This design comes from an exercise in tuning for small area and a short achievable clock period on the open sky130 flow, not from production work. Where RTL was checked, it was by simulation tests only, not by an equivalence proof against the original. Only the layout flow was run in run 5; the RTL was not checked for function there. Power figures rest on the tool's default switching activity, not on a simulated workload.

==> flow/design.v <==
package lcd_regs_pkg;
	localparam logic [1:0] IDLE   = 2'b00;
	localparam logic [1:0] BUSY   = 2'b01;
	localparam logic [1:0] NONSEQ = 2'b10;
	localparam logic [1:0] SEQ    = 2'b11;
	localparam logic [1:0] OKAY  = 2'b00;
	localparam logic [1:0] ERROR = 2'b01;
	localparam logic [1:0] RETRY = 2'b10;
	localparam logic [1:0] SPLIT = 2'b11;
	localparam logic [1:0] CTRL_ST  = 2'b00;
	localparam logic [1:0] WR_OP_ST = 2'b01;
	localparam logic [1:0] RD_OP_ST = 2'b10;
	localparam int DATA_W     = 32;
	localparam int OFFS_W     = 24;
	localparam int WORD_IDX_W = 3;
	localparam int BANK_WORDS = 1 << WORD_IDX_W;
	localparam int MAX_BANKS = 4;
	localparam logic [MAX_BANKS*OFFS_W-1:0] BANK_BASE = {
		24'hE11400,
		24'hE11000,
		24'hE10C00,
		24'hE10000
	};
endpackage
module ahb_ready (
	input  logic       hsel,
	input  logic [1:0] htrans,
	input  logic       dp,
	output logic       hready
);
	assign hready = dp || (hsel && (htrans == lcd_regs_pkg::NONSEQ));
endmodule
module reg_word_next (
	input  logic        hold,
	input  logic        we,
	input  logic [31:0] q,
	input  logic [31:0] wdata,
	output logic [31:0] d
);
	assign d = (q & {32{hold}}) | (wdata & {32{we}});
endmodule
module rd_aoi3 (
	input  logic [2:0]  s,
	input  logic [31:0] a,
	input  logic [31:0] b,
	input  logic [31:0] c,
	output logic [31:0] yn
);
	assign yn = ~(({32{s[0]}} & a) | ({32{s[1]}} & b) | ({32{s[2]}} & c));
endmodule
module rd_aoi2 (
	input  logic [1:0]  s,
	input  logic [31:0] a,
	input  logic [31:0] b,
	output logic [31:0] yn
);
	assign yn = ~(({32{s[0]}} & a) | ({32{s[1]}} & b));
endmodule
module rd_bank (
	input  logic [3*32-1:0] pn,
	input  logic            kill,
	output logic [31:0]     y
);
	assign y = ~((pn[0 +: 32] & pn[32 +: 32] & pn[64 +: 32]) | {32{kill}});
endmodule
module rd_final (
	input  logic [2*32-1:0] bank_rd,
	input  logic            byp,
	input  logic [31:0]     wdata,
	output logic [31:0]     y
);
	assign y = bank_rd[0 +: 32] | bank_rd[32 +: 32] | (wdata & {32{byp}});
endmodule
module lcd_ahb_regs #(
	parameter int NUM_BANKS = 2
) (
	input  logic                     HCLK,
	input  logic                     HRESET,
	input  logic                     HSEL,
	input  logic [31:0]              HADDR,
	input  logic                     HWRITE,
	input  logic [1:0]               HTRANS,
	input  logic [31:0]              HWDATA,
	output logic [31:0]              HRDATA,
	output logic                     HREADY,
	output logic [1:0]               HRESP,
	output logic [NUM_BANKS*256-1:0] regs
);
	localparam int OFFS_W = lcd_regs_pkg::OFFS_W;
	localparam int LO     = 5;
	localparam int NW     = 16;    
	logic          accept;
	logic [1:0]    bank_match;
	logic [7:0]    word_dec;
	assign accept = HSEL && (HTRANS == lcd_regs_pkg::NONSEQ);
	for (genvar b = 0; b < 2; b++) begin : g_match
		localparam logic [OFFS_W-1:0] BASE = lcd_regs_pkg::BANK_BASE[b*OFFS_W +: OFFS_W];
		assign bank_match[b] = (HADDR[OFFS_W-1:LO] == BASE[OFFS_W-1:LO]);
	end
	for (genvar w = 0; w < 8; w++) begin : g_dec
		assign word_dec[w] = (HADDR[4:2] == w);
	end
	logic dp_q;
	logic wr_q;
	logic nwr_q;
	always_ff @(posedge HCLK or posedge HRESET) begin
		if (HRESET) begin
			dp_q  <= 1'b0;
			wr_q  <= 1'b0;
			nwr_q <= 1'b1;
		end else begin
			dp_q  <= accept;
			wr_q  <= accept && HWRITE;
			nwr_q <= !(accept && HWRITE);
		end
	end
	logic [1:0] bank_q;
	logic [7:0] word_q;
	always_ff @(posedge HCLK) begin
		bank_q <= bank_match;
		word_q <= word_dec;
	end
	logic [NW-1:0]    we;
	logic [NW-1:0]    hold;
	logic [NW*32-1:0] regs_d;
	for (genvar i = 0; i < NW; i++) begin : g_reg
		assign we[i]   = wr_q && bank_q[i/8] && word_q[i%8];
		assign hold[i] = nwr_q || !(bank_q[i/8] && word_q[i%8]);
		reg_word_next u_next (
			.hold  (hold[i]),
			.we    (we[i]),
			.q     (regs[i*32 +: 32]),
			.wdata (HWDATA),
			.d     (regs_d[i*32 +: 32])
		);
	end
	always_ff @(posedge HCLK or posedge HRESET) begin
		if (HRESET) begin
			regs <= '0;
		end else begin
			regs <= regs_d;
		end
	end
	logic [1:0]      byp;       
	logic            wbyp;      
	logic [1:0]      bank_kill;
	logic [6*32-1:0] part_n;    
	logic [2*32-1:0] bank_rd;   
	logic [31:0]     rdata_d;
	logic [31:0]     rdata_q;
	for (genvar b = 0; b < 2; b++) begin : g_byp
		assign byp[b]       = wr_q && bank_q[b] && |(word_q & word_dec);
		assign bank_kill[b] = !bank_match[b] || byp[b];
	end
	assign wbyp = (bank_match[0] && byp[0]) || (bank_match[1] && byp[1]);
	for (genvar b = 0; b < 2; b++) begin : g_rd
		for (genvar j = 0; j < 2; j++) begin : g_aoi
			rd_aoi3 u_aoi (
				.s  (word_dec[j*3 +: 3]),
				.a  (regs[(b*8 + j*3 + 0)*32 +: 32]),
				.b  (regs[(b*8 + j*3 + 1)*32 +: 32]),
				.c  (regs[(b*8 + j*3 + 2)*32 +: 32]),
				.yn (part_n[(b*3 + j)*32 +: 32])
			);
		end
		rd_aoi2 u_aoi_last (
			.s  (word_dec[6 +: 2]),
			.a  (regs[(b*8 + 6)*32 +: 32]),
			.b  (regs[(b*8 + 7)*32 +: 32]),
			.yn (part_n[(b*3 + 2)*32 +: 32])
		);
		rd_bank u_bank (
			.pn      (part_n[b*3*32 +: 3*32]),
			.kill    (bank_kill[b]),
			.y       (bank_rd[b*32 +: 32])
		);
	end
	rd_final u_final (
		.bank_rd (bank_rd),
		.byp     (wbyp),
		.wdata   (HWDATA),
		.y       (rdata_d)
	);
	always_ff @(posedge HCLK) begin
		rdata_q <= rdata_d;
	end
	assign HRDATA = rdata_q;
	ahb_ready u_ready (
		.hsel   (HSEL),
		.htrans (HTRANS),
		.dp     (dp_q),
		.hready (HREADY)
	);
	assign HRESP  = lcd_regs_pkg::OKAY;
endmodule
==> flow/flow/run.sh <==
#!/bin/bash
# The standard layout, with two changes to how the resizer works:
# - plain buf_1 cells as the port buffers (buffer_ports otherwise picks
#   clkdlybuf4s50_1, a slow delay cell);
# - timing repair may resize a cell to any footprint of the same function.
set -euo pipefail
bash standard.sh BUFFER_PORTS_ARGS="-buffer_cell sky130_fd_sc_hd__buf_1" MATCH_CELL_FOOTPRINT=0 finish > flow_make.log 2>&1
==> flow/standard.sh <==
#!/bin/bash
# synth_recipe.tcl (not shown) runs the flow's synth.tcl, then flattens the netlist and writes it again
# the make line also repeats each setting of config.mk as NAME=value (left out here)
make -C /OpenROAD-flow-scripts/flow DESIGN_CONFIG=/design/flow/config.mk WORK_HOME=/design/flow/orfs CLKGATE_MAP_FILE= SYNTH_SCRIPT=/design/flow/synth_recipe.tcl "${@:-finish}"
==> flow/config.mk <==
export PLATFORM = sky130hd
export DESIGN_NAME = lcd_ahb_regs
export DESIGN_NICKNAME = lcd_ahb_regs
export VERILOG_FILES = /design/flow/design.v
export SDC_FILE = /design/flow/constraint.sdc
export NUM_CORES = 4
export LEC_CHECK = 0
export CAP_MARGIN = 20
export CORE_MARGIN = 2
export CORE_UTILIZATION = 62
export CTS_BUF_LIST = sky130_fd_sc_hd__clkbuf_8 sky130_fd_sc_hd__clkbuf_16
export CTS_CLUSTER_DIAMETER = 100
export CTS_CLUSTER_SIZE = 30
export SETUP_SLACK_MARGIN = 2.7
export SLEW_MARGIN = 20
export SYNTH_HIERARCHICAL = 1
export SYNTH_MINIMUM_KEEP_SIZE = 0
==> flow/constraint.sdc <==
create_clock -name core_clock -period 5.0 [get_ports {HCLK}]
set_input_delay 1.0000 -clock core_clock [delete_from_list [all_inputs] [get_ports {HCLK}]]
set_output_delay 1.0000 -clock core_clock [all_outputs]
set_load 0.01 [all_outputs]
==> results.sh, run 1 <==
export IMPL_status="timing/DRC/antenna clean"
export IMPL_reg2reg_depth=3
export IMPL_first_pass_iters=11
export IMPL_io_buffer_count=604
export IMPL_die_area_sq_um=38400
export IMPL_min_path_type="flip-flop to flip-flop"
export IMPL_drt_iter0_markers=3263
export IMPL_fillCellCount=2703
export IMPL_worstSetupPathType="input pin to output port"
export IMPL_clock_root_buffer="clkbuf_16"
export IMPL_die_height_um=196
export IMPL_grt_start_max_net_pins=135
export IMPL_grtUsageTotal=0.456
export IMPL_wl_um=90300
export IMPL_r2r_start="wr_q"
export IMPL_whs_endpoint="regs[87]"
export IMPL_ant_nets=0
export IMPL_drv_slew=0
export IMPL_grt_first_pass_wirelength_um=129000
export IMPL_min_from="regs[87]"
export IMPL_grt_remaining_overflow=0
export IMPL_p_leak_nw=11.5
export IMPL_gp_congestion=0.952
export IMPL_cp_start_kind="input pin"
export IMPL_post_place_ws_ps=1280
export IMPL_final_common_cell="buf_1"
export IMPL_r2r_slack_ps=2860
export IMPL_synth_seq_cells=557
export IMPL_fin_worst_skew_ps=47.0
export IMPL_cts_tree="built"
export IMPL_cpMaxStageDelayCell="buf_2"
export IMPL_worstPathBufferInverterCount=2
export IMPL_synth_area_leaders="dfrtp_1 (56%), a22o_1 (18%), buf_6 (6.7%)"
export IMPL_crit_path_max_fanout=2
export IMPL_clk_pin_slew_ps=120
export IMPL_grt_pass1_vias=18500
export IMPL_drc=0
export IMPL_vias=19800
export IMPL_core_sq_um=36400
export IMPL_multiInputGateArea_sq_um=7810
export IMPL_path_cells="buf_6 > nand2_2 > o21bai_1 > buf_2"
export IMPL_rsz0062_at_grt="yes"
export IMPL_layout_area_seq_sq_um=13700
export IMPL_yosysTopAreaCell="dfrtp_1"
export IMPL_num_rows=70
export IMPL_cts_sinks=557
export IMPL_crit_path_max_incr_delay_ps=140
export IMPL_hold_buffers=0
export IMPL_synthCells=1593
export IMPL_place_hpwl_um=60700
export IMPL_antenna_found_initial=1
export IMPL_slew_headroom=0.236
export IMPL_fp_dieW_um=196
export IMPL_timing_final_crit_share=0.477
export IMPL_detail_route_wl_per_cell_um=34.5
export IMPL_hold_depth=1
export IMPL_syn_cell_area_sq_um=22800
export IMPL_power_density_nw_per_um2=276
export IMPL_htree_levels=1
export IMPL_setup_viol=0
export IMPL_cp_arrival_ps=1390
export IMPL_clock_latency_ps=590
export IMPL_clk_path_buf_depth=3
export IMPL_vias_per_cell=7.56
export IMPL_synth_top_area_frac=0.564
export IMPL_synth_seq_area_share=0.602
export IMPL_peakVddDrop_uv=249
export IMPL_fmax_ghz=0.419
export IMPL_avgSynthCellArea_sq_um=14.3
export IMPL_initial_core_util=0.626
export IMPL_cp_end_kind="output port"
export IMPL_drive_above_1_share=0.0993
export IMPL_numCtsBuffers=22
export IMPL_worst_pin_slew_ps=1150
export IMPL_worstPathRequired_ps=4000
export IMPL_area_delta_synth_final_pct=13.0
export IMPL_setup_slack_ps=2610
export IMPL_fin_nets=2201
export IMPL_crit_family="buffers and inverters"
export IMPL_power_w=0.00711
export IMPL_fin_crit_ps=2390
export IMPL_r2r_end="regs[294]"
export IMPL_mostFrequentLayoutCells="buf_1 (576), dfrtp_1 (514), a22o_1 (480)"
export IMPL_hold_viol_final=0
export IMPL_io_pins=617
export IMPL_synth_warnings=7
export IMPL_netlist_cell_type_count=35
export IMPL_cap_violations=0
## area by class of cell
cell class | instances | share of cell area
antenna | 1 | 0.0000970
tap | 468 | 0.0227
timing repair buffer | 670 | 0.117
clock buffer | 23 | 0.0223
multi-input combinational | 879 | 0.303
clock inverter | 16 | 0.00281
inverter | 1 | 0.000291
sequential | 557 | 0.532
## worst max-delay path by stage
stage | startpoint | to | slack (ps) | cells past startpoint
finish | HTRANS[1] | HREADY | 2610 | 4
global route | HTRANS[1] | HREADY | 2580 | 4
CTS | HSEL | HREADY | 2610 | 4
detailed placement | HADDR[2] | rdata_q[12] | 1280 | 6
global placement | HADDR[2] | rdata_q[14] | 1300 | 6
floorplan | HRESET | dp_q | -2990 | 1
## synthesized netlist by cell type
library cell and instances:
mux2i_4 1, a22oi_1 64, dfstp_2 1, nor2_1 5
dfrtp_1 514, nand4_1 1, and3_2 1, nor2b_1 2
a211o_1 30, and2_1 2, buf_4 2, conb_1 1
buf_2 20, inv_1 1, nor3b_1 3, buf_6 136
a22o_2 32, a31oi_1 64, o22a_1 1, and3b_2 2
o2111ai_1 2, clkbuf_1 3, a22o_1 480, or2_2 2
dfxtp_1 42, o21bai_1 1, and3_1 16, nor4b_1 2
a222oi_1 128, a211o_2 2, nor4_1 2, mux4_2 2
nand2_1 24, nor3_1 3, and4_1 1
## sequential cells by signal (all words and copies together) (netlist names)
signal,count
bank_q,2
dp_q,1
wr_q,1
word_q,8
nwr_q,1
rdata_q,32
regs,512
## power breakdown
part | internal, W | switching, W | leakage, nW
registers | 0.00450 | 0.00000522 | 7.53
clock network | 0.000854 | 0.00142 | 0.370
logic | 0.0000563 | 0.000272 | 3.59
total | 0.00541 | 0.00170 | 11.5
## stage by stage
stage               TNS [ps]  area (sq um)  hold WS, ps   util  std cells
finish                     0         25800          546  0.708       2615
global route               0         25800          557  0.708       2615
CTS                        0         25600          546  0.701       2607
detailed placement         0         24500          518  0.673       2549
global placement           0         24500          513  0.673       2547
floorplan           -1539680         22900          564      -       1594
## worst reg2reg max path: stages (launching register included)
cell     delay [ps]
dfrtp_1         620
and3_1          820
buf_4           400
a22o_1          200
## per-module statistics from Yosys (local to each module, per instance)
| module | flops+latches | cells | times used | cell area (sq um) |
|---|---|---|---|---|
| ahb_ready | 0 | 2 | 1 | 11.3 |
| lcd_ahb_regs | 557 | 638 | 1 | 14200 |
| rd_final | 0 | 35 | 1 | 317 |
| reg_word_next | 0 | 38 | 16 | 350 |
| rd_aoi3 | 0 | 41 | 4 | 403 |
| rd_bank | 0 | 35 | 2 | 234 |
| rd_aoi2 | 0 | 38 | 2 | 289 |
## metal layers
metal | part of all wire | vias to the layer above | routed length (um) | GRT usage
li1 | - | 7707 | - | -
met1 | 0.36 | 10000 | 32900 | 0.642
met2 | 0.44 | 1759 | 40100 | 0.689
met3 | 0.13 | 289 | 11800 | 0.102
met4 | 0.061 | 0 | 5480 | 0.194
met5 | 0 | - | 0 | 0
## kinds of logic after synthesis
| logic type | synth area share |
|---|---|
| AO/OA/AOI/OAI | 0.307 |
| buffers and inverters | 0.0728 |
| flip-flops | 0.602 |
| multiplexers | 0.00296 |
| other | 0.000164 |
| AND/OR/NAND/NOR | 0.0156 |
## repair_timing
action | 4_1_cts | 5_1_grt
pin swaps | 10 | 12
setup buffers | 15 | 4
setup endpoints to repair | 65 | 290
gates cloned | 4 | 1
gates resized for setup | 49 | 50
endpoints found under the hold margin | 0 | 0
==> run 2, diff against run 1 <==
--- a/flow/config.mk
+++ b/flow/config.mk
@@ -11,4 +11,4 @@
 export CTS_BUF_LIST = sky130_fd_sc_hd__clkbuf_8 sky130_fd_sc_hd__clkbuf_16
-export CTS_CLUSTER_DIAMETER = 100
-export CTS_CLUSTER_SIZE = 30
+export CTS_CLUSTER_DIAMETER = 60
+export CTS_CLUSTER_SIZE = 16
 export SETUP_SLACK_MARGIN = 2.7
==> run 2 against run 1 <==
Sequential share of layout area down 1.4 points. Highest routed layer unchanged. Flip-flop and latch count unchanged. Clock-buffer cell count up 24. Hold slack worse by 8.4 ps. Die area unchanged. Critical path type unchanged. Still clean. Power up 14%.
==> results.sh, run 2 <==
export IMPL_status="timing/DRC/antenna clean"
export IMPL_final_common_cell="buf_1"
export IMPL_post_place_ws_ps=1280
export IMPL_p_switching_w=0.00191
export IMPL_detail_route_wl_per_cell_um=34.4
export IMPL_yosys_top_cells_count="dfrtp_1 (514), a22o_1 (480), buf_6 (136)"
export IMPL_htree_levels=2
export IMPL_grt_start_max_net_pins=135
export IMPL_vias=20100
export IMPL_met3_length_um=12000
export IMPL_drv_slew=0
export IMPL_clk_pin_slew_ps=70
export IMPL_antenna_found_initial=2
export IMPL_cp_arrival_ps=1390
export IMPL_hold_depth=1
export IMPL_clock_root_buffer="clkbuf_16"
export IMPL_grt_remaining_overflow=0
export IMPL_netlist_cell_type_count=35
export IMPL_wl_um=91500
export IMPL_io_pins=617
export IMPL_synth_async_reset_ratio=0.925
export IMPL_rsz0062_at_grt="yes"
export IMPL_cap_violations=0
export IMPL_synth_top_area_frac=0.564
export IMPL_place_area_sq_um=24500
export IMPL_drc=0
export IMPL_drive_above_1_share=0.107
export IMPL_wl_met1_um=32900
export IMPL_die_area_sq_um=38400
export IMPL_first_pass_iters=8
export IMPL_timing_final_crit_share=0.477
export IMPL_synth_seq_cells=557
export IMPL_worstPathRequired_ps=4000
export IMPL_fin_worst_skew_ps=28.5
export IMPL_vias_per_cell=7.58
export IMPL_largest_reg_flops=512
export IMPL_ant_nets=0
export IMPL_io_buffer_count=604
export IMPL_r2r_start="bank_q[1]"
export IMPL_power_density_nw_per_um2=307
export IMPL_mostFrequentLayoutCells="buf_1 (587), dfrtp_1 (514), a22o_1 (480)"
export IMPL_p_clk_frac=0.405
export IMPL_internal_power_w=0.00621
export IMPL_grtUsageTotal=0.462
export IMPL_grt_pass1_vias=18700
export IMPL_fin_crit_ps=2390
export IMPL_r2r_slack_ps=2820
export IMPL_synth_area_leaders="dfrtp_1 (56%), a22o_1 (18%), buf_6 (6.7%)"
export IMPL_fp_dieW_um=196
export IMPL_min_from="regs[87]"
export IMPL_gp_congestion=0.952
export IMPL_syn_cell_area_sq_um=22800
export IMPL_synth_flop_cell="dfrtp_1"
export IMPL_clk_path_buf_depth=3
export IMPL_avgSynthCellArea_sq_um=14.3
export IMPL_regMostFlops="regs"
export IMPL_initial_core_util=0.626
export IMPL_synth_warnings=7
export IMPL_seqPwrFrac=0.554
export IMPL_reg2reg_depth=4
export IMPL_tns_ps=0
export IMPL_drt_iter0_markers=3411
export IMPL_cp_end_kind="output port"
export IMPL_design_area_sq_um=26500
export IMPL_hold_viol_final=0
export IMPL_die_height_um=196
export IMPL_synth_seq_area_share=0.602
export IMPL_worstSetupPathType="input pin to output port"
export IMPL_p_leak_nw=11.8
export IMPL_numCtsBuffers=42
export IMPL_cp_start_kind="input pin"
export IMPL_hold_buffers=0
export IMPL_yosysTopAreaCell="dfrtp_1"
export IMPL_synth_most_common_cell="dfrtp_1"
export IMPL_r2r_end="regs[371]"
export IMPL_crit_path_max_fanout=2
export IMPL_whs_endpoint="regs[87]"
export IMPL_core_sq_um=36400
export IMPL_setup_slack_ps=2610
export IMPL_reg_top3="regs: 512 flops, rdata_q: 32 flops, word_q: 8 flops"
export IMPL_min_path_type="flip-flop to flip-flop"
export IMPL_peakVddDrop_uv=278
export IMPL_met2_length_um=40700
export IMPL_synthCells=1593
export IMPL_power_w=0.00813
export IMPL_grt_first_pass_wirelength_um=131000
export IMPL_cts_sinks=557
export IMPL_area_delta_synth_final_pct=16.1
export IMPL_setup_viol=0
export IMPL_cts_tree="built"
export IMPL_clock_latency_ps=590
export IMPL_top_layer="met4"
export IMPL_comb_power_share=0.041
export IMPL_fin_nets=2221
export IMPL_slew_headroom=0.238
export IMPL_place_hpwl_um=60700
export IMPL_fmax_ghz=0.419
export IMPL_worst_pin_slew_ps=1140
export IMPL_synth_edff_count=0
export IMPL_swShare=0.235
export IMPL_num_rows=70
-- run 2: cell count changes in the layout (fill, tap and decap cells not counted), moves of 2 or more --
| cell | change |
|---|---|
| a31oi_1 | -5 |
| a31oi_4 | +6 |
| buf_1 | +11 |
| buf_6 | -3 |
| buf_8 | +3 |
| clkbuf_16 | +22 |
| clkbuf_2 | -11 |
| clkbuf_8 | +2 |
| clkinv_4 | +3 |
| inv_1 | +11 |
-- run 2: routing by layer --
metal	vias up	global-route usage
met1	10200	0.645
met4	0	0.236
met5	-	0
met2	1832	0.684
met3	310	0.108
li1	7768	-
-- run 2: final cells by class --
| cell class | instances | area, sq um |
|---|---|---|
| clock inverter | 31 | 136 |
| timing repair buffer | 670 | 3000 |
| tap | 468 | 586 |
| multi-input combinational | 879 | 7890 |
| sequential | 557 | 13700 |
| antenna | 2 | 5.00 |
| clock buffer | 47 | 1150 |
| inverter | 1 | 7.51 |
| fill | 2612 | 9930 |
-- run 2: power by group through the flow --
| stage | Clock [W] | Combinational [W] | Sequential [W] |
|---|---|---|---|
| after floorplan | 0 | 0.000142 | 0.00460 |
| after global placement | 0 | 0.000289 | 0.00459 |
| after detailed placement | 0 | 0.000295 | 0.00459 |
| after CTS | 0.00329 | 0.000310 | 0.00450 |
| after global routing | 0.00346 | 0.000346 | 0.00450 |
| final | 0.00329 | 0.000329 | 0.00450 |
-- run 2: kinds of logic after synthesis --
group	synth area share
and+or+nand+nor	0.0156
muxes	0.00296
buffers and inverters	0.0728
other	0.000164
DFF	0.602
AOI/OAI and AO/OA	0.307
-- run 2: worst max-delay path, cell delays in order --
cell and delay (ps):
buf_6 80, nand2_2 40, o21bai_1 120, buf_2 140
-- run 2: what timing repair did --
item                                    4_1_cts  5_1_grt
resized for setup                            52       47
pin swaps                                    11       14
endpoints found under the setup margin       58      304
cloned                                        4        1
endpoints found under the hold margin         0        0
buffers inserted                             14        5
-- run 2: Yosys stat by module, one instance, submodules excluded --
| module | cell area, sq um | flip-flops and latches |
|---|---|---|
| lcd_ahb_regs | 14200 | 557 |
| rd_aoi3 | 403 | 0 |
| reg_word_next | 350 | 0 |
| rd_final | 317 | 0 |
| rd_aoi2 | 289 | 0 |
| rd_bank | 234 | 0 |
| ahb_ready | 11.3 | 0 |
-- run 2: per-stage QoR --
step	utilization	hold slack (ps)	instances
6_report	0.727	538	2655
5_1_grt	0.727	547	2654
4_1_cts	0.719	536	2645
3_5_place_dp	0.673	518	2549
3_3_place_gp	0.673	513	2547
2_1_floorplan	-	564	1594
-- run 2: worst max-delay path by stage --
| stage | startpoint | slack [ps] | end | cells after the start |
|---|---|---|---|---|
| after global placement | HADDR[2] | 1300 | rdata_q[14] | 6 |
| final | HTRANS[1] | 2610 | HREADY | 4 |
| after CTS | HSEL | 2610 | HREADY | 4 |
| after global routing | HTRANS[1] | 2580 | HREADY | 4 |
| after detailed placement | HADDR[2] | 1280 | rdata_q[12] | 6 |
| after floorplan | HRESET | -2990 | dp_q | 1 |
==> run 3, diff against run 2 <==
--- a/flow/config.mk
+++ b/flow/config.mk
@@ -11,4 +11,4 @@
 export CTS_BUF_LIST = sky130_fd_sc_hd__clkbuf_8 sky130_fd_sc_hd__clkbuf_16
-export CTS_CLUSTER_DIAMETER = 60
-export CTS_CLUSTER_SIZE = 16
+export CTS_CLUSTER_DIAMETER = 80
+export CTS_CLUSTER_SIZE = 24
 export SETUP_SLACK_MARGIN = 2.7
==> run 3 against run 2 <==
Still clean. Routed wire length down 0.73%. Clock power down 22%. Critical path depth did not move. Combinational power hardly changed. Global-route usage is 0.46 points lower.
==> results.sh, run 3 <==
export IMPL_peakVddDrop_uv=251
export IMPL_fillCellCount=2687
export IMPL_fp_dieW_um=196
export IMPL_num_rows=70
export IMPL_grt_pass1_vias=18600
export IMPL_vias=19900
export IMPL_synthCells=1593
export IMPL_worst_pin_slew_ps=1210
export IMPL_crit_path_max_fanout=2
export IMPL_worstSetupPathType="input pin to output port"
export IMPL_p_leak_nw=11.6
export IMPL_clock_root_buffer="clkbuf_16"
export IMPL_p_clk_frac=0.346
export IMPL_place_hpwl_um=60700
export IMPL_avgSynthCellArea_sq_um=14.3
export IMPL_ant_nets=0
export IMPL_synth_async_reset_ratio=0.925
export IMPL_internal_power_w=0.00564
export IMPL_fin_worst_skew_ps=25.5
export IMPL_synth_area_leaders="dfrtp_1 (56%), a22o_1 (18%), buf_6 (6.7%)"
export IMPL_synth_flop_cell="dfrtp_1"
export IMPL_cap_violations=0
export IMPL_io_buffer_count=604
export IMPL_cpMaxStageDelayCell="buf_2"
export IMPL_synth_warnings=7
export IMPL_place_area_sq_um=24500
export IMPL_power_density_nw_per_um2=284
export IMPL_area_delta_synth_final_pct=14.0
export IMPL_cp_start_kind="input pin"
export IMPL_post_place_ws_ps=1280
export IMPL_synth_edff_count=0
export IMPL_numCtsBuffers=27
export IMPL_clock_latency_ps=600
export IMPL_cts_sinks=557
export IMPL_antenna_found_initial=3
export IMPL_design_area_sq_um=26000
export IMPL_reg_top3="regs: 512 flops, rdata_q: 32 flops, word_q: 8 flops"
export IMPL_yosysTopAreaCell="dfrtp_1"
export IMPL_timing_final_crit_share=0.478
export IMPL_setup_slack_ps=2610
export IMPL_cp_end_kind="output port"
export IMPL_path_cells="buf_6 > nand2_2 > o21bai_1 > buf_2"
export IMPL_die_area_sq_um=38400
export IMPL_regMostFlops="regs"
export IMPL_crit_family="buffers and inverters"
export IMPL_grt_first_pass_wirelength_um=130000
export IMPL_rsz0062_at_grt="yes"
export IMPL_grt_remaining_overflow=0
export IMPL_detail_route_wl_per_cell_um=34.6
export IMPL_hold_buffers=0
export IMPL_slew_headroom=0.192
export IMPL_drv_slew=0
export IMPL_cts_tree="built"
export IMPL_worstPathRequired_ps=4000
export IMPL_syn_cell_area_sq_um=22800
export IMPL_synth_most_common_cell="dfrtp_1"
export IMPL_min_path_type="flip-flop to flip-flop"
export IMPL_vias_per_cell=7.58
export IMPL_fmax_ghz=0.419
export IMPL_drt_iter0_markers=3159
export IMPL_core_sq_um=36400
export IMPL_cp_arrival_ps=1390
export IMPL_drive_above_1_share=0.105
export IMPL_grt_start_max_net_pins=135
export IMPL_initial_core_util=0.626
export IMPL_synth_seq_area_share=0.602
export IMPL_seqPwrFrac=0.609
export IMPL_wl_um=90800
export IMPL_gp_congestion=0.952
export IMPL_io_pins=617
export IMPL_largest_reg_flops=512
export IMPL_drc=0
export IMPL_first_pass_iters=8
export IMPL_worstPathBufferInverterCount=2
export IMPL_p_switching_w=0.00175
export IMPL_final_common_cell="buf_1"
export IMPL_setup_viol=0
export IMPL_grtUsageTotal=0.457
export IMPL_fin_nets=2201
export IMPL_finish_utilization=0.714
export IMPL_clk_pin_slew_ps=100
export IMPL_hold_viol_final=0
export IMPL_synth_top_area_frac=0.564
export IMPL_hold_slack_ps=543
export IMPL_crit_path_max_incr_delay_ps=140
export IMPL_swShare=0.237
export IMPL_yosys_top_cells_count="dfrtp_1 (514), a22o_1 (480), buf_6 (136)"
export IMPL_mostFrequentLayoutCells="buf_1 (573), dfrtp_1 (513), a22o_1 (480)"
export IMPL_synth_seq_cells=557
export IMPL_comb_power_share=0.044
export IMPL_htree_levels=1
export IMPL_netlist_cell_type_count=35
export IMPL_clk_path_buf_depth=3
export IMPL_fin_crit_ps=2390
export IMPL_die_height_um=196
export IMPL_status="timing/DRC/antenna clean"
==> run 3: cell types whose count changed in the layout (fill, tap and decap cells not counted), moves of 3 or more <==
cell,before,now
clkbuf_2,11,25
buf_4,44,37
buf_1,587,573
clkbuf_16,46,30
inv_1,26,17
buf_12,6,9
==> run 3: worst paths after layout <==
path	start	to	slack, ps	depth (start not counted)
setup / recovery	HTRANS[1]	HREADY	2610	4
hold / removal	regs[14]	regs[14]	540	1
setup reg to reg	word_q[1]	rdata_q[14]	2840	7
hold reg to reg	regs[14]	regs[14]	540	1
max in group asynchronous	HRESET	regs[325]	3240	3
min in group asynchronous	HRESET	regs[267]	570	2
==> run 3: stage by stage <==
step                setup TNS, ps  cells  total power (W)
floorplan                -1539680   1594          0.00474
global placement                0   2547          0.00488
detailed placement              0   2549          0.00489
CTS                             0   2615          0.00736
global route                    0   2621          0.00758
finish                          0   2623          0.00739
==> run 3: what timing repair did <==
action,in CTS,in global routing
pin swaps,7,8
setup buffers,12,3
endpoints found under the setup margin,62,330
gates cloned,4,1
resized for setup,54,59
==> run 3: final cells by class <==
type / instances / area, sq um / area share
sequential: 557 / 13700 / 0.528
clock buffer: 31 / 753 / 0.0289
multi-input combinational: 879 / 7870 / 0.302
clock inverter: 19 / 81.3 / 0.00312
tap: 468 / 586 / 0.0225
antenna: 3 / 7.51 / 0.000288
timing repair buffer: 665 / 2990 / 0.115
inverter: 1 / 7.51 / 0.000288
==> run 3: cells by family (layout without fill, tap and decap cells) <==
logic type / count (synthesis) / in the layout / share of synthesized area
AOI/OAI and AO/OA: 804 / 805 / 0.307
DFF: 557 / 557 / 0.602
buffers and inverters: 162 / 716 / 0.0728
and+or+nand+nor: 66 / 69 / 0.0156
muxes: 3 / 3 / 0.00296
other: 1 / 5 / 0.000164
==> run 3: power groups by stage <==
stage	Sequential (W)	Combinational, W	Clock (W)
after floorplan	0.00460	0.000142	0
after global placement	0.00459	0.000289	0
after detailed placement	0.00459	0.000295	0
after CTS	0.00450	0.000310	0.00255
after global routing	0.00451	0.000344	0.00273
final	0.00450	0.000326	0.00256
==> run 3: per-layer routing <==
layer	up-vias	part of all wire	global-route usage
li1	7726	-	-
met1	10100	0.37	0.639
met2	1802	0.44	0.687
met3	302	0.13	0.110
met4	0	0.061	0.205
met5	-	0	0
==> run 3: per-module statistics from Yosys, one instance, submodules excluded <==
module	cell area, sq um	cells
reg_word_next	350	38
rd_bank	234	35
lcd_ahb_regs	14200	638
rd_aoi3	403	41
ahb_ready	11.3	2
rd_final	317	35
rd_aoi2	289	38
==> run 4, diff against run 3 <==
--- a/flow/config.mk
+++ b/flow/config.mk
@@ -9,3 +9,3 @@
 export CORE_MARGIN = 2
-export CORE_UTILIZATION = 62
+export CORE_UTILIZATION = 66
 export CTS_BUF_LIST = sky130_fd_sc_hd__clkbuf_8 sky130_fd_sc_hd__clkbuf_16
@@ -13,3 +13,3 @@
 export CTS_CLUSTER_SIZE = 24
-export SETUP_SLACK_MARGIN = 2.7
+export SETUP_SLACK_MARGIN = 2.65
 export SLEW_MARGIN = 20
==> run 4 against run 3 <==
Critical path type unchanged. Global-route usage up 1.5 points. Hold slack worse by 110 ps. Still clean. Highest routed layer is now met5. Sequential power about the same. Via count up 1.1%. Setup slack worse by 65 ps. Flip-flop and latch count unchanged. Largest cell class unchanged. Critical endpoint unchanged. Synthesized cell count unchanged. Cell count down 0.34%. Combinational power about the same.
==> results.sh, run 4 <==
export IMPL_status="timing/DRC/antenna clean"
export IMPL_cp_end_kind="output port"
export IMPL_yosys_top_cells_count="dfrtp_1 (514), a22o_1 (480), buf_6 (136)"
export IMPL_vias=20100
export IMPL_synthCells=1593
export IMPL_rsz0062_at_grt="yes"
export IMPL_worstPathRequired_ps=4000
export IMPL_clk_pin_slew_ps=100
export IMPL_synth_most_common_cell="dfrtp_1"
export IMPL_grt_pass1_vias=18400
export IMPL_drv_slew=0
export IMPL_synth_async_reset_ratio=0.925
export IMPL_first_pass_iters=7
export IMPL_final_common_cell="buf_1"
export IMPL_num_rows=68
export IMPL_slew_headroom=0.202
export IMPL_synth_top_area_frac=0.564
export IMPL_cap_violations=0
export IMPL_yosysTopAreaCell="dfrtp_1"
export IMPL_synth_seq_cells=557
export IMPL_tns_ps=0
export IMPL_fmax_ghz=0.407
export IMPL_setup_viol=0
export IMPL_grt_start_max_net_pins=168
export IMPL_avgSynthCellArea_sq_um=14.3
export IMPL_place_area_sq_um=24500
export IMPL_hold_viol_final=0
export IMPL_detail_route_wl_per_cell_um=34.0
export IMPL_gp_congestion=0.976
export IMPL_peakVddDrop_uv=309
export IMPL_crit_path_start="HSEL"
export IMPL_fin_cells=2614
export IMPL_r2r_slack_ps=2570
export IMPL_fin_nets=2203
export IMPL_cp_arrival_ps=1450
export IMPL_regMostFlops="regs"
export IMPL_grt_use_met2=0.710
export IMPL_numCtsBuffers=29
export IMPL_synth_seq_area_share=0.602
export IMPL_clk_path_buf_depth=3
export IMPL_place_hpwl_um=59300
export IMPL_r2r_start="bank_q[1]"
export IMPL_grt_first_pass_wirelength_um=126000
export IMPL_netlist_cell_type_count=35
export IMPL_grt_remaining_overflow=0
export IMPL_p_leak_nw=11.5
export IMPL_ant_nets=0
export IMPL_cts_sinks=557
export IMPL_crit_path_max_fanout=2
export IMPL_reg2reg_depth=4
export IMPL_design_area_sq_um=25900
export IMPL_syn_cell_area_sq_um=22800
export IMPL_wl_um=88900
export IMPL_largest_reg_flops=512
export IMPL_power_density_nw_per_um2=287
export IMPL_placed_cells=2537
export IMPL_die_height_um=190
export IMPL_hold_slack_ps=436
export IMPL_core_sq_um=34300
export IMPL_initial_core_util=0.666
export IMPL_antenna_found_initial=4
export IMPL_fillCellCount=2322
export IMPL_worstSetupPathType="input pin to output port"
export IMPL_die_area_sq_um=36100
export IMPL_clock_root_buffer="clkbuf_16"
export IMPL_reg_top3="regs: 512 flops, rdata_q: 32 flops, word_q: 8 flops"
export IMPL_area_delta_synth_final_pct=13.4
export IMPL_cts_tree="built"
export IMPL_htree_levels=1
export IMPL_cp_start_kind="input pin"
export IMPL_io_pins=617
export IMPL_fp_dieW_um=190
export IMPL_synth_edff_count=0
export IMPL_drt_iter0_markers=3341
export IMPL_timing_final_crit_share=0.491
export IMPL_fin_worst_skew_ps=21.9
export IMPL_worst_pin_slew_ps=1200
export IMPL_drc=0
export IMPL_fin_crit_ps=2450
export IMPL_synth_flop_cell="dfrtp_1"
export IMPL_clock_latency_ps=620
export IMPL_vias_per_cell=7.70
export IMPL_drive_above_1_share=0.0918
export IMPL_mostFrequentLayoutCells="buf_1 (593), dfrtp_1 (514), a22o_1 (480)"
export IMPL_gr_usage_met3=0.117
export IMPL_synth_area_leaders="dfrtp_1 (56%), a22o_1 (18%), buf_6 (6.7%)"
export IMPL_synth_warnings=7
export IMPL_min_path_type="input pin to asynchronous set/reset pin"
export IMPL_r2r_end="regs[416]"
export IMPL_io_buffer_count=604
export IMPL_top_usage_layer="met2"
export IMPL_grtUsageTotal=0.472
export IMPL_grt_util_met1=0.661
export IMPL_hold_buffers=0
-- run 4: metal layers --
metal,up-vias,routed length (um)
li1,7723,-
met1,10100,31400
met2,1945,39000
met3,382,12400
met4,2,6130
met5,-,13
-- run 4: critical path: stages --
cell	delay, ps
buf_1	110
nand2_1	70
o21bai_1	130
buf_2	150
-- run 4: how the worst max path moves through the flow --
stage	endpoint	slack, ps	depth (start not counted)
after floorplan	dp_q	-2990	1
after global placement	rdata_q[14]	1260	6
after detailed placement	rdata_q[14]	1100	6
after CTS	HREADY	2560	4
after global routing	HREADY	2510	4
final	HREADY	2550	4
-- run 4: cell type report --
class / instances / area (sq um) / area share
timing repair buffer: 666 / 2960 / 0.114
multi-input combinational: 878 / 7730 / 0.299
clock buffer: 29 / 726 / 0.0280
inverter: 1 / 7.51 / 0.000290
sequential: 557 / 13700 / 0.530
clock inverter: 25 / 158 / 0.00609
tap: 455 / 569 / 0.0220
antenna: 3 / 7.51 / 0.000290
-- run 4: repair_timing --
action | 4_1_cts | 5_1_grt
cloned | 2 | 2
buffers inserted | 14 | 2
setup endpoints to repair | 44 | 170
resized for setup | 35 | 28
pin swaps | 7 | 5
-- run 4: kinds of logic after synthesis --
kind of cell / after synthesis / share of synthesized area
and+or+nand+nor: 66 / 0.0156
muxes: 3 / 0.00296
AOI/OAI and AO/OA: 804 / 0.307
buffers and inverters: 162 / 0.0728
other: 1 / 0.000164
DFF: 557 / 0.602
-- run 4: through the flow --
| stage | power [W] | util | setup WS [ps] |
|---|---|---|---|
| 6_report | 0.00743 | 0.755 | 2550 |
| 5_1_grt | 0.00761 | 0.755 | 2510 |
| 4_1_cts | 0.00741 | 0.751 | 2560 |
| 3_5_place_dp | 0.00489 | 0.716 | 1100 |
| 3_3_place_gp | 0.00488 | 0.716 | 1260 |
| 2_1_floorplan | 0.00474 | - | -2990 |
-- run 4: power breakdown --
group / switching [W] / internal (W) / leakage (nW)
Sequential: 0.00000483 / 0.00450 / 7.53
Combinational: 0.000269 / 0.0000532 / 3.50
Clock: 0.00151 / 0.00109 / 0.489
Total: 0.00179 / 0.00564 / 11.5
-- run 4: modules after synthesis (local to each module, per instance) --
module | cell area, sq um | times used | flip-flops and latches
ahb_ready | 11.3 | 1 | 0
lcd_ahb_regs | 14200 | 1 | 557
rd_aoi2 | 289 | 2 | 0
rd_aoi3 | 403 | 4 | 0
rd_bank | 234 | 2 | 0
rd_final | 317 | 1 | 0
reg_word_next | 350 | 16 | 0
==> run 5, diff against run 4 <==
==> flow/design.v (replaced) <==
package lcd_regs_pkg;
	localparam logic [1:0] IDLE   = 2'b00;
	localparam logic [1:0] BUSY   = 2'b01;
	localparam logic [1:0] NONSEQ = 2'b10;
	localparam logic [1:0] SEQ    = 2'b11;
	localparam logic [1:0] OKAY  = 2'b00;
	localparam logic [1:0] ERROR = 2'b01;
	localparam logic [1:0] RETRY = 2'b10;
	localparam logic [1:0] SPLIT = 2'b11;
	localparam logic [1:0] CTRL_ST  = 2'b00;
	localparam logic [1:0] WR_OP_ST = 2'b01;
	localparam logic [1:0] RD_OP_ST = 2'b10;
	localparam int DATA_W     = 32;
	localparam int OFFS_W     = 24;
	localparam int WORD_IDX_W = 3;
	localparam int BANK_WORDS = 1 << WORD_IDX_W;
	localparam int MAX_BANKS = 4;
	localparam logic [MAX_BANKS*OFFS_W-1:0] BANK_BASE = {
		24'hE11400,
		24'hE11000,
		24'hE10C00,
		24'hE10000
	};
endpackage
module lcd_ahb_regs #(
	parameter int NUM_BANKS = 2
) (
	input  logic                     HCLK,
	input  logic                     HRESET,
	input  logic                     HSEL,
	input  logic [31:0]              HADDR,
	input  logic                     HWRITE,
	input  logic [1:0]               HTRANS,
	input  logic [31:0]              HWDATA,
	output logic [31:0]              HRDATA,
	output logic                     HREADY,
	output logic [1:0]               HRESP,
	output logic [NUM_BANKS*256-1:0] regs
);
	localparam int OFFS_W = lcd_regs_pkg::OFFS_W;
	localparam int LO     = 5;
	logic                 accept;
	logic [NUM_BANKS-1:0] bank_match;
	assign accept = HSEL && (HTRANS == lcd_regs_pkg::NONSEQ);
	for (genvar b = 0; b < NUM_BANKS; b++) begin : g_match
		localparam logic [OFFS_W-1:0] BASE = lcd_regs_pkg::BANK_BASE[b*OFFS_W +: OFFS_W];
		assign bank_match[b] = (HADDR[OFFS_W-1:LO] == BASE[OFFS_W-1:LO]);
	end
	logic dp_q;
	logic wr_q;
	logic rd_q;    
	always_ff @(posedge HCLK or posedge HRESET) begin
		if (HRESET) begin
			dp_q <= 1'b0;
			wr_q <= 1'b0;
			rd_q <= 1'b1;
		end else begin
			dp_q <= accept;
			wr_q <= accept && HWRITE;
			rd_q <= !(accept && HWRITE);
		end
	end
	logic [NUM_BANKS-1:0] bank_q;
	logic [2:0]           word_q;
	always_ff @(posedge HCLK) begin
		bank_q <= bank_match;
		word_q <= HADDR[4:2];
	end
	logic [NUM_BANKS*8-1:0] sel;
	logic [NUM_BANKS*8-1:0] we;
	logic [NUM_BANKS*8-1:0] hold;
	for (genvar b = 0; b < NUM_BANKS; b++) begin : g_bank
		for (genvar w = 0; w < 8; w++) begin : g_word
			assign sel[b*8 + w] = bank_q[b] && (word_q == w);
			assign we[b*8 + w]   = wr_q && sel[b*8 + w];
			assign hold[b*8 + w] = rd_q || !sel[b*8 + w];
			always_ff @(posedge HCLK or posedge HRESET) begin
				if (HRESET) begin
					regs[(b*8 + w)*32 +: 32] <= '0;
				end else begin
					regs[(b*8 + w)*32 +: 32] <= (regs[(b*8 + w)*32 +: 32] & {32{hold[b*8 + w]}})
						| (HWDATA & {32{we[b*8 + w]}});
				end
			end
		end
	end
	always_comb begin
		HRDATA = '0;
		for (int i = 0; i < NUM_BANKS*8; i++) begin
			HRDATA = HRDATA | ({32{sel[i]}} & regs[i*32 +: 32]);
		end
	end
	assign HREADY = dp_q || accept;
	assign HRESP  = lcd_regs_pkg::OKAY;
endmodule
==> flow/run.sh (new file) <==
#!/bin/bash
# synth_recipe.tcl (not shown) runs the flow's synth.tcl, then flattens the netlist and writes it again
# the make line also repeats each setting of config.mk as NAME=value (left out here)
make -C /OpenROAD-flow-scripts/flow DESIGN_CONFIG=/design/flow/config.mk WORK_HOME=/design/flow/orfs CLKGATE_MAP_FILE= SYNTH_SCRIPT=/design/flow/synth_recipe.tcl finish
==> flow/config.mk (replaced) <==
export PLATFORM = sky130hd
export DESIGN_NAME = lcd_ahb_regs
export DESIGN_NICKNAME = lcd_ahb_regs
export VERILOG_FILES = /design/flow/design.v
export SDC_FILE = /design/flow/constraint.sdc
export NUM_CORES = 4
export LEC_CHECK = 0
export CAP_MARGIN = 20
export CORE_MARGIN = 2
export CORE_UTILIZATION = 40
export SLEW_MARGIN = 20
removed: flow/flow/run.sh
removed: flow/standard.sh
==> run 5 against run 4 <==
Critical endpoint is now HRDATA[3]. Design area is 18% higher. Cell count rose by 13%. Global-route usage is 13 points lower. Clock power is 55% higher. Register-to-register slack got worse by 780 ps. Setup slack worse by 2400 ps. Via count down 4.2%. Critical path depth rose by 3. Fmax down 50%. Die area is 59% higher. Still clean on timing, DRC and antenna.
==> results.sh, run 5 <==
export IMPL_setup_viol=0
export IMPL_synth_seq_area_share=0.584
export IMPL_final_common_cell="a22o_1"
export IMPL_synth_edff_count=0
export IMPL_synth_most_common_cell="a22o_1"
export IMPL_numCtsBuffers=55
export IMPL_initial_core_util=0.404
export IMPL_hold_viol_final=0
export IMPL_place_hpwl_um=70600
export IMPL_avgSynthCellArea_sq_um=13.1
export IMPL_worstSetupPathType="flip-flop to output port"
export IMPL_synthCells=1702
export IMPL_syn_cell_area_sq_um=22300
export IMPL_vias=19300
export IMPL_grt_remaining_overflow=0
export IMPL_synth_seq_cells=520
export IMPL_io_pins=617
export IMPL_die_area_sq_um=57500
export IMPL_detail_route_wl_per_cell_um=34.3
export IMPL_peakVddDrop_uv=251
export IMPL_hold_buffers=0
export IMPL_post_cts_buffers=0
export IMPL_rsz0062_at_grt="no"
export IMPL_wl_met1_um=40400
export IMPL_reg2reg_depth=4
export IMPL_met2_length_um=47800
export IMPL_grt_start_max_net_pins=150
export IMPL_crit_path_max_fanout=38
export IMPL_ant_nets=0
export IMPL_fin_nets=2240
export IMPL_p_leak_nw=13.3
export IMPL_yosys_top_cells_count="a22o_1 (608), dfrtp_1 (514), buf_2 (105)"
export IMPL_cp_arrival_ps=3870
export IMPL_cts_tree="built"
export IMPL_vias_per_cell=6.51
export IMPL_area_delta_synth_final_pct=37.3
export IMPL_clock_latency_ps=620
export IMPL_synth_top_area_frac=0.578
export IMPL_core_sq_um=55100
export IMPL_fp_dieW_um=240
export IMPL_clk_pin_slew_ps=60
export IMPL_drc=0
export IMPL_drive_above_1_share=0.0995
export IMPL_drv_slew=0
export IMPL_regMostFlops="regs"
export IMPL_cts_sinks=520
export IMPL_cp_end_kind="output port"
export IMPL_synth_flop_cell="dfrtp_1"
export IMPL_cap_violations=0
export IMPL_ctsResizeCount=0
export IMPL_placed_cells=2857
export IMPL_design_area_sq_um=30600
export IMPL_status="timing/DRC/antenna clean"
export IMPL_min_path_type="flip-flop to flip-flop"
export IMPL_power_density_nw_per_um2=281
export IMPL_antenna_found_initial=1
export IMPL_grt_first_pass_wirelength_um=144000
export IMPL_num_rows=86
export IMPL_grtUsageTotal=0.347
export IMPL_clk_path_buf_depth=3
export IMPL_top_layer="met4"
export IMPL_met3_length_um=9270
export IMPL_hold_depth=1
export IMPL_worst_pin_slew_ps=1140
export IMPL_worstPathRequired_ps=4000
export IMPL_reg_top3="regs: 512 flops, word_q: 3 flops, bank_q: 2 flops"
export IMPL_cp_start_kind="flip-flop"
export IMPL_gp_congestion=0.962
export IMPL_largest_reg_flops=512
export IMPL_synth_warnings=1
export IMPL_grt_pass1_vias=18800
export IMPL_first_pass_iters=8
export IMPL_fillCellCount=4770
export IMPL_die_height_um=240
export IMPL_slew_headroom=0.236
export IMPL_synth_async_reset_ratio=0.990
export IMPL_timing_final_crit_share=0.974
export IMPL_fin_worst_skew_ps=24.3
export IMPL_io_buffer_count=604
export IMPL_place_area_sq_um=28700
export IMPL_drt_iter0_markers=2106
export IMPL_fin_crit_ps=4870
export IMPL_netlist_cell_type_count=41
export IMPL_wl_um=102000
export IMPL_synth_area_leaders="dfrtp_1 (58%), a22o_1 (24%), buf_2 (2.4%)"
export IMPL_mostFrequentLayoutCells="a22o_1 (608), clkdlybuf4s50_1 (604), dfrtp_1 (514)"
export IMPL_fmax_ghz=0.205
export IMPL_fin_cells=2960
export IMPL_clock_root_buffer="clkbuf_16"
export IMPL_yosysTopAreaCell="dfrtp_1"
export IMPL_htree_levels=2
==> run 5: cell types whose count changed after synthesis, sizes merged, moves of 31 or more <==
cell     change
nand3       +40
mux2        +32
o2bb2ai     +32
a222oi      -96
mux2i       +31
a22oi       -64
nand4       +32
a22o        +96
a221oi      +64
clkbuf      +79
a211o       -32
a31oi       -64
dfxtp       -37
==> run 5: path summary, 6_finish.rpt <==
kind,endpoint,slack [ps],start
min in group asynchronous,regs[318],890,HRESET
worst max register to register,regs[196],1790,word_q[1]
worst min register to register,regs[296],520,regs[296]
worst min-delay path,regs[296],520,regs[296]
worst max-delay path,HRDATA[3],130,word_q[2]
max in group asynchronous,regs[368],2860,HRESET
==> run 5: routing by layer <==
metal  track usage  vias to the layer above
li1              -                     7723
met1         0.452                    10300
met2         0.556                     1086
met3        0.0939                      180
met4         0.126                        0
met5             0                        -
==> run 5: stage by stage <==
stage                     TNS [ps]  hold slack [ps]  total power (W)  utilization  setup WS, ps
final                            0              524          0.00858        0.555           129
after global routing             0              538          0.00882        0.555           153
after detailed placement         0              507          0.00461        0.521           911
after global placement           0              502          0.00460        0.521           929
after CTS                        0              524          0.00862        0.553           264
after floorplan           -1539680              547          0.00447            -         -2990
==> run 5: worst max-delay path, stage by stage, from the launching register on <==
cell and delay [ps]:
dfxtp_4 800, buf_4 470, nor3b_4 80, buf_4 310, a22o_1 270, a221oi_1 540, nand4_1 210, clkdlybuf4s50_1 520
==> run 5: report_power, final <==
part | switching [W] | internal [W] | total (W)
combinational | 0.000227 | 0.0000767 | 0.000304
sequential | 0.0000182 | 0.00421 | 0.00423
clock | 0.00172 | 0.00232 | 0.00405
total | 0.00197 | 0.00661 | 0.00858
==> run 5: final cells by class <==
| type | count | area [sq um] | area share |
|---|---|---|---|
| inverters | 2 | 11.3 | 0.000369 |
| diodes | 1 | 2.50 | 0.0000819 |
| well taps | 748 | 936 | 0.0306 |
| multi-input cells | 937 | 8290 | 0.271 |
| clock buffers | 87 | 1670 | 0.0546 |
| clock inverters | 11 | 82.6 | 0.00270 |
| flip-flops and latches | 520 | 13000 | 0.425 |
| repair buffers | 654 | 6570 | 0.215 |
==> run 5: logic make-up (layout without fill, tap and decap cells) <==
group | after synthesis | in the layout | synth area share
compound gates | 736 | 736 | 0.296
flops | 520 | 520 | 0.584
buf+inv | 246 | 754 | 0.0517
simple gates | 135 | 135 | 0.0356
mux | 64 | 64 | 0.0331
other cells | 1 | 3 | 0.000169

[separate check: timing with driven ports]
In the flow no input, the clock included, has a driving cell. The finished layouts below were timed again as built, in two steps. Step 1 sets driving cells, clkbuf_16 on the clock port and buf_2 on the other inputs (assumed; they add their load-dependent delay and slew). Step 2, shift: input delay + t, output delay - t, t = (earliest + latest rising clock arrival at the registers) / 2. This alone moves slack from input paths to output paths. a / b / c = ideal / step 1 / step 2; a / b = the first two.
run | t (ns) | slack for setup (ns) | pins driven straight from the clock port
run 1 | 0.629 | 2.613 / 2.544 / 1.949 | 1
run 2 | 0.635 | 2.613 / 2.542 / 1.907 | 1
run 3 | 0.649 | 2.611 / 2.531 / 1.882 | 1
run 4 | 0.663 | 2.546 / 2.521 / 1.921 | 1
run 5 | 0.676 | 0.129 / 0.062 / 0.738 | 1
After both steps setup and hold are still met in every run listed. For run 3, which loses most, drivers alone change the setup slack by -0.080 ns; drivers and shift together by -0.729 ns.
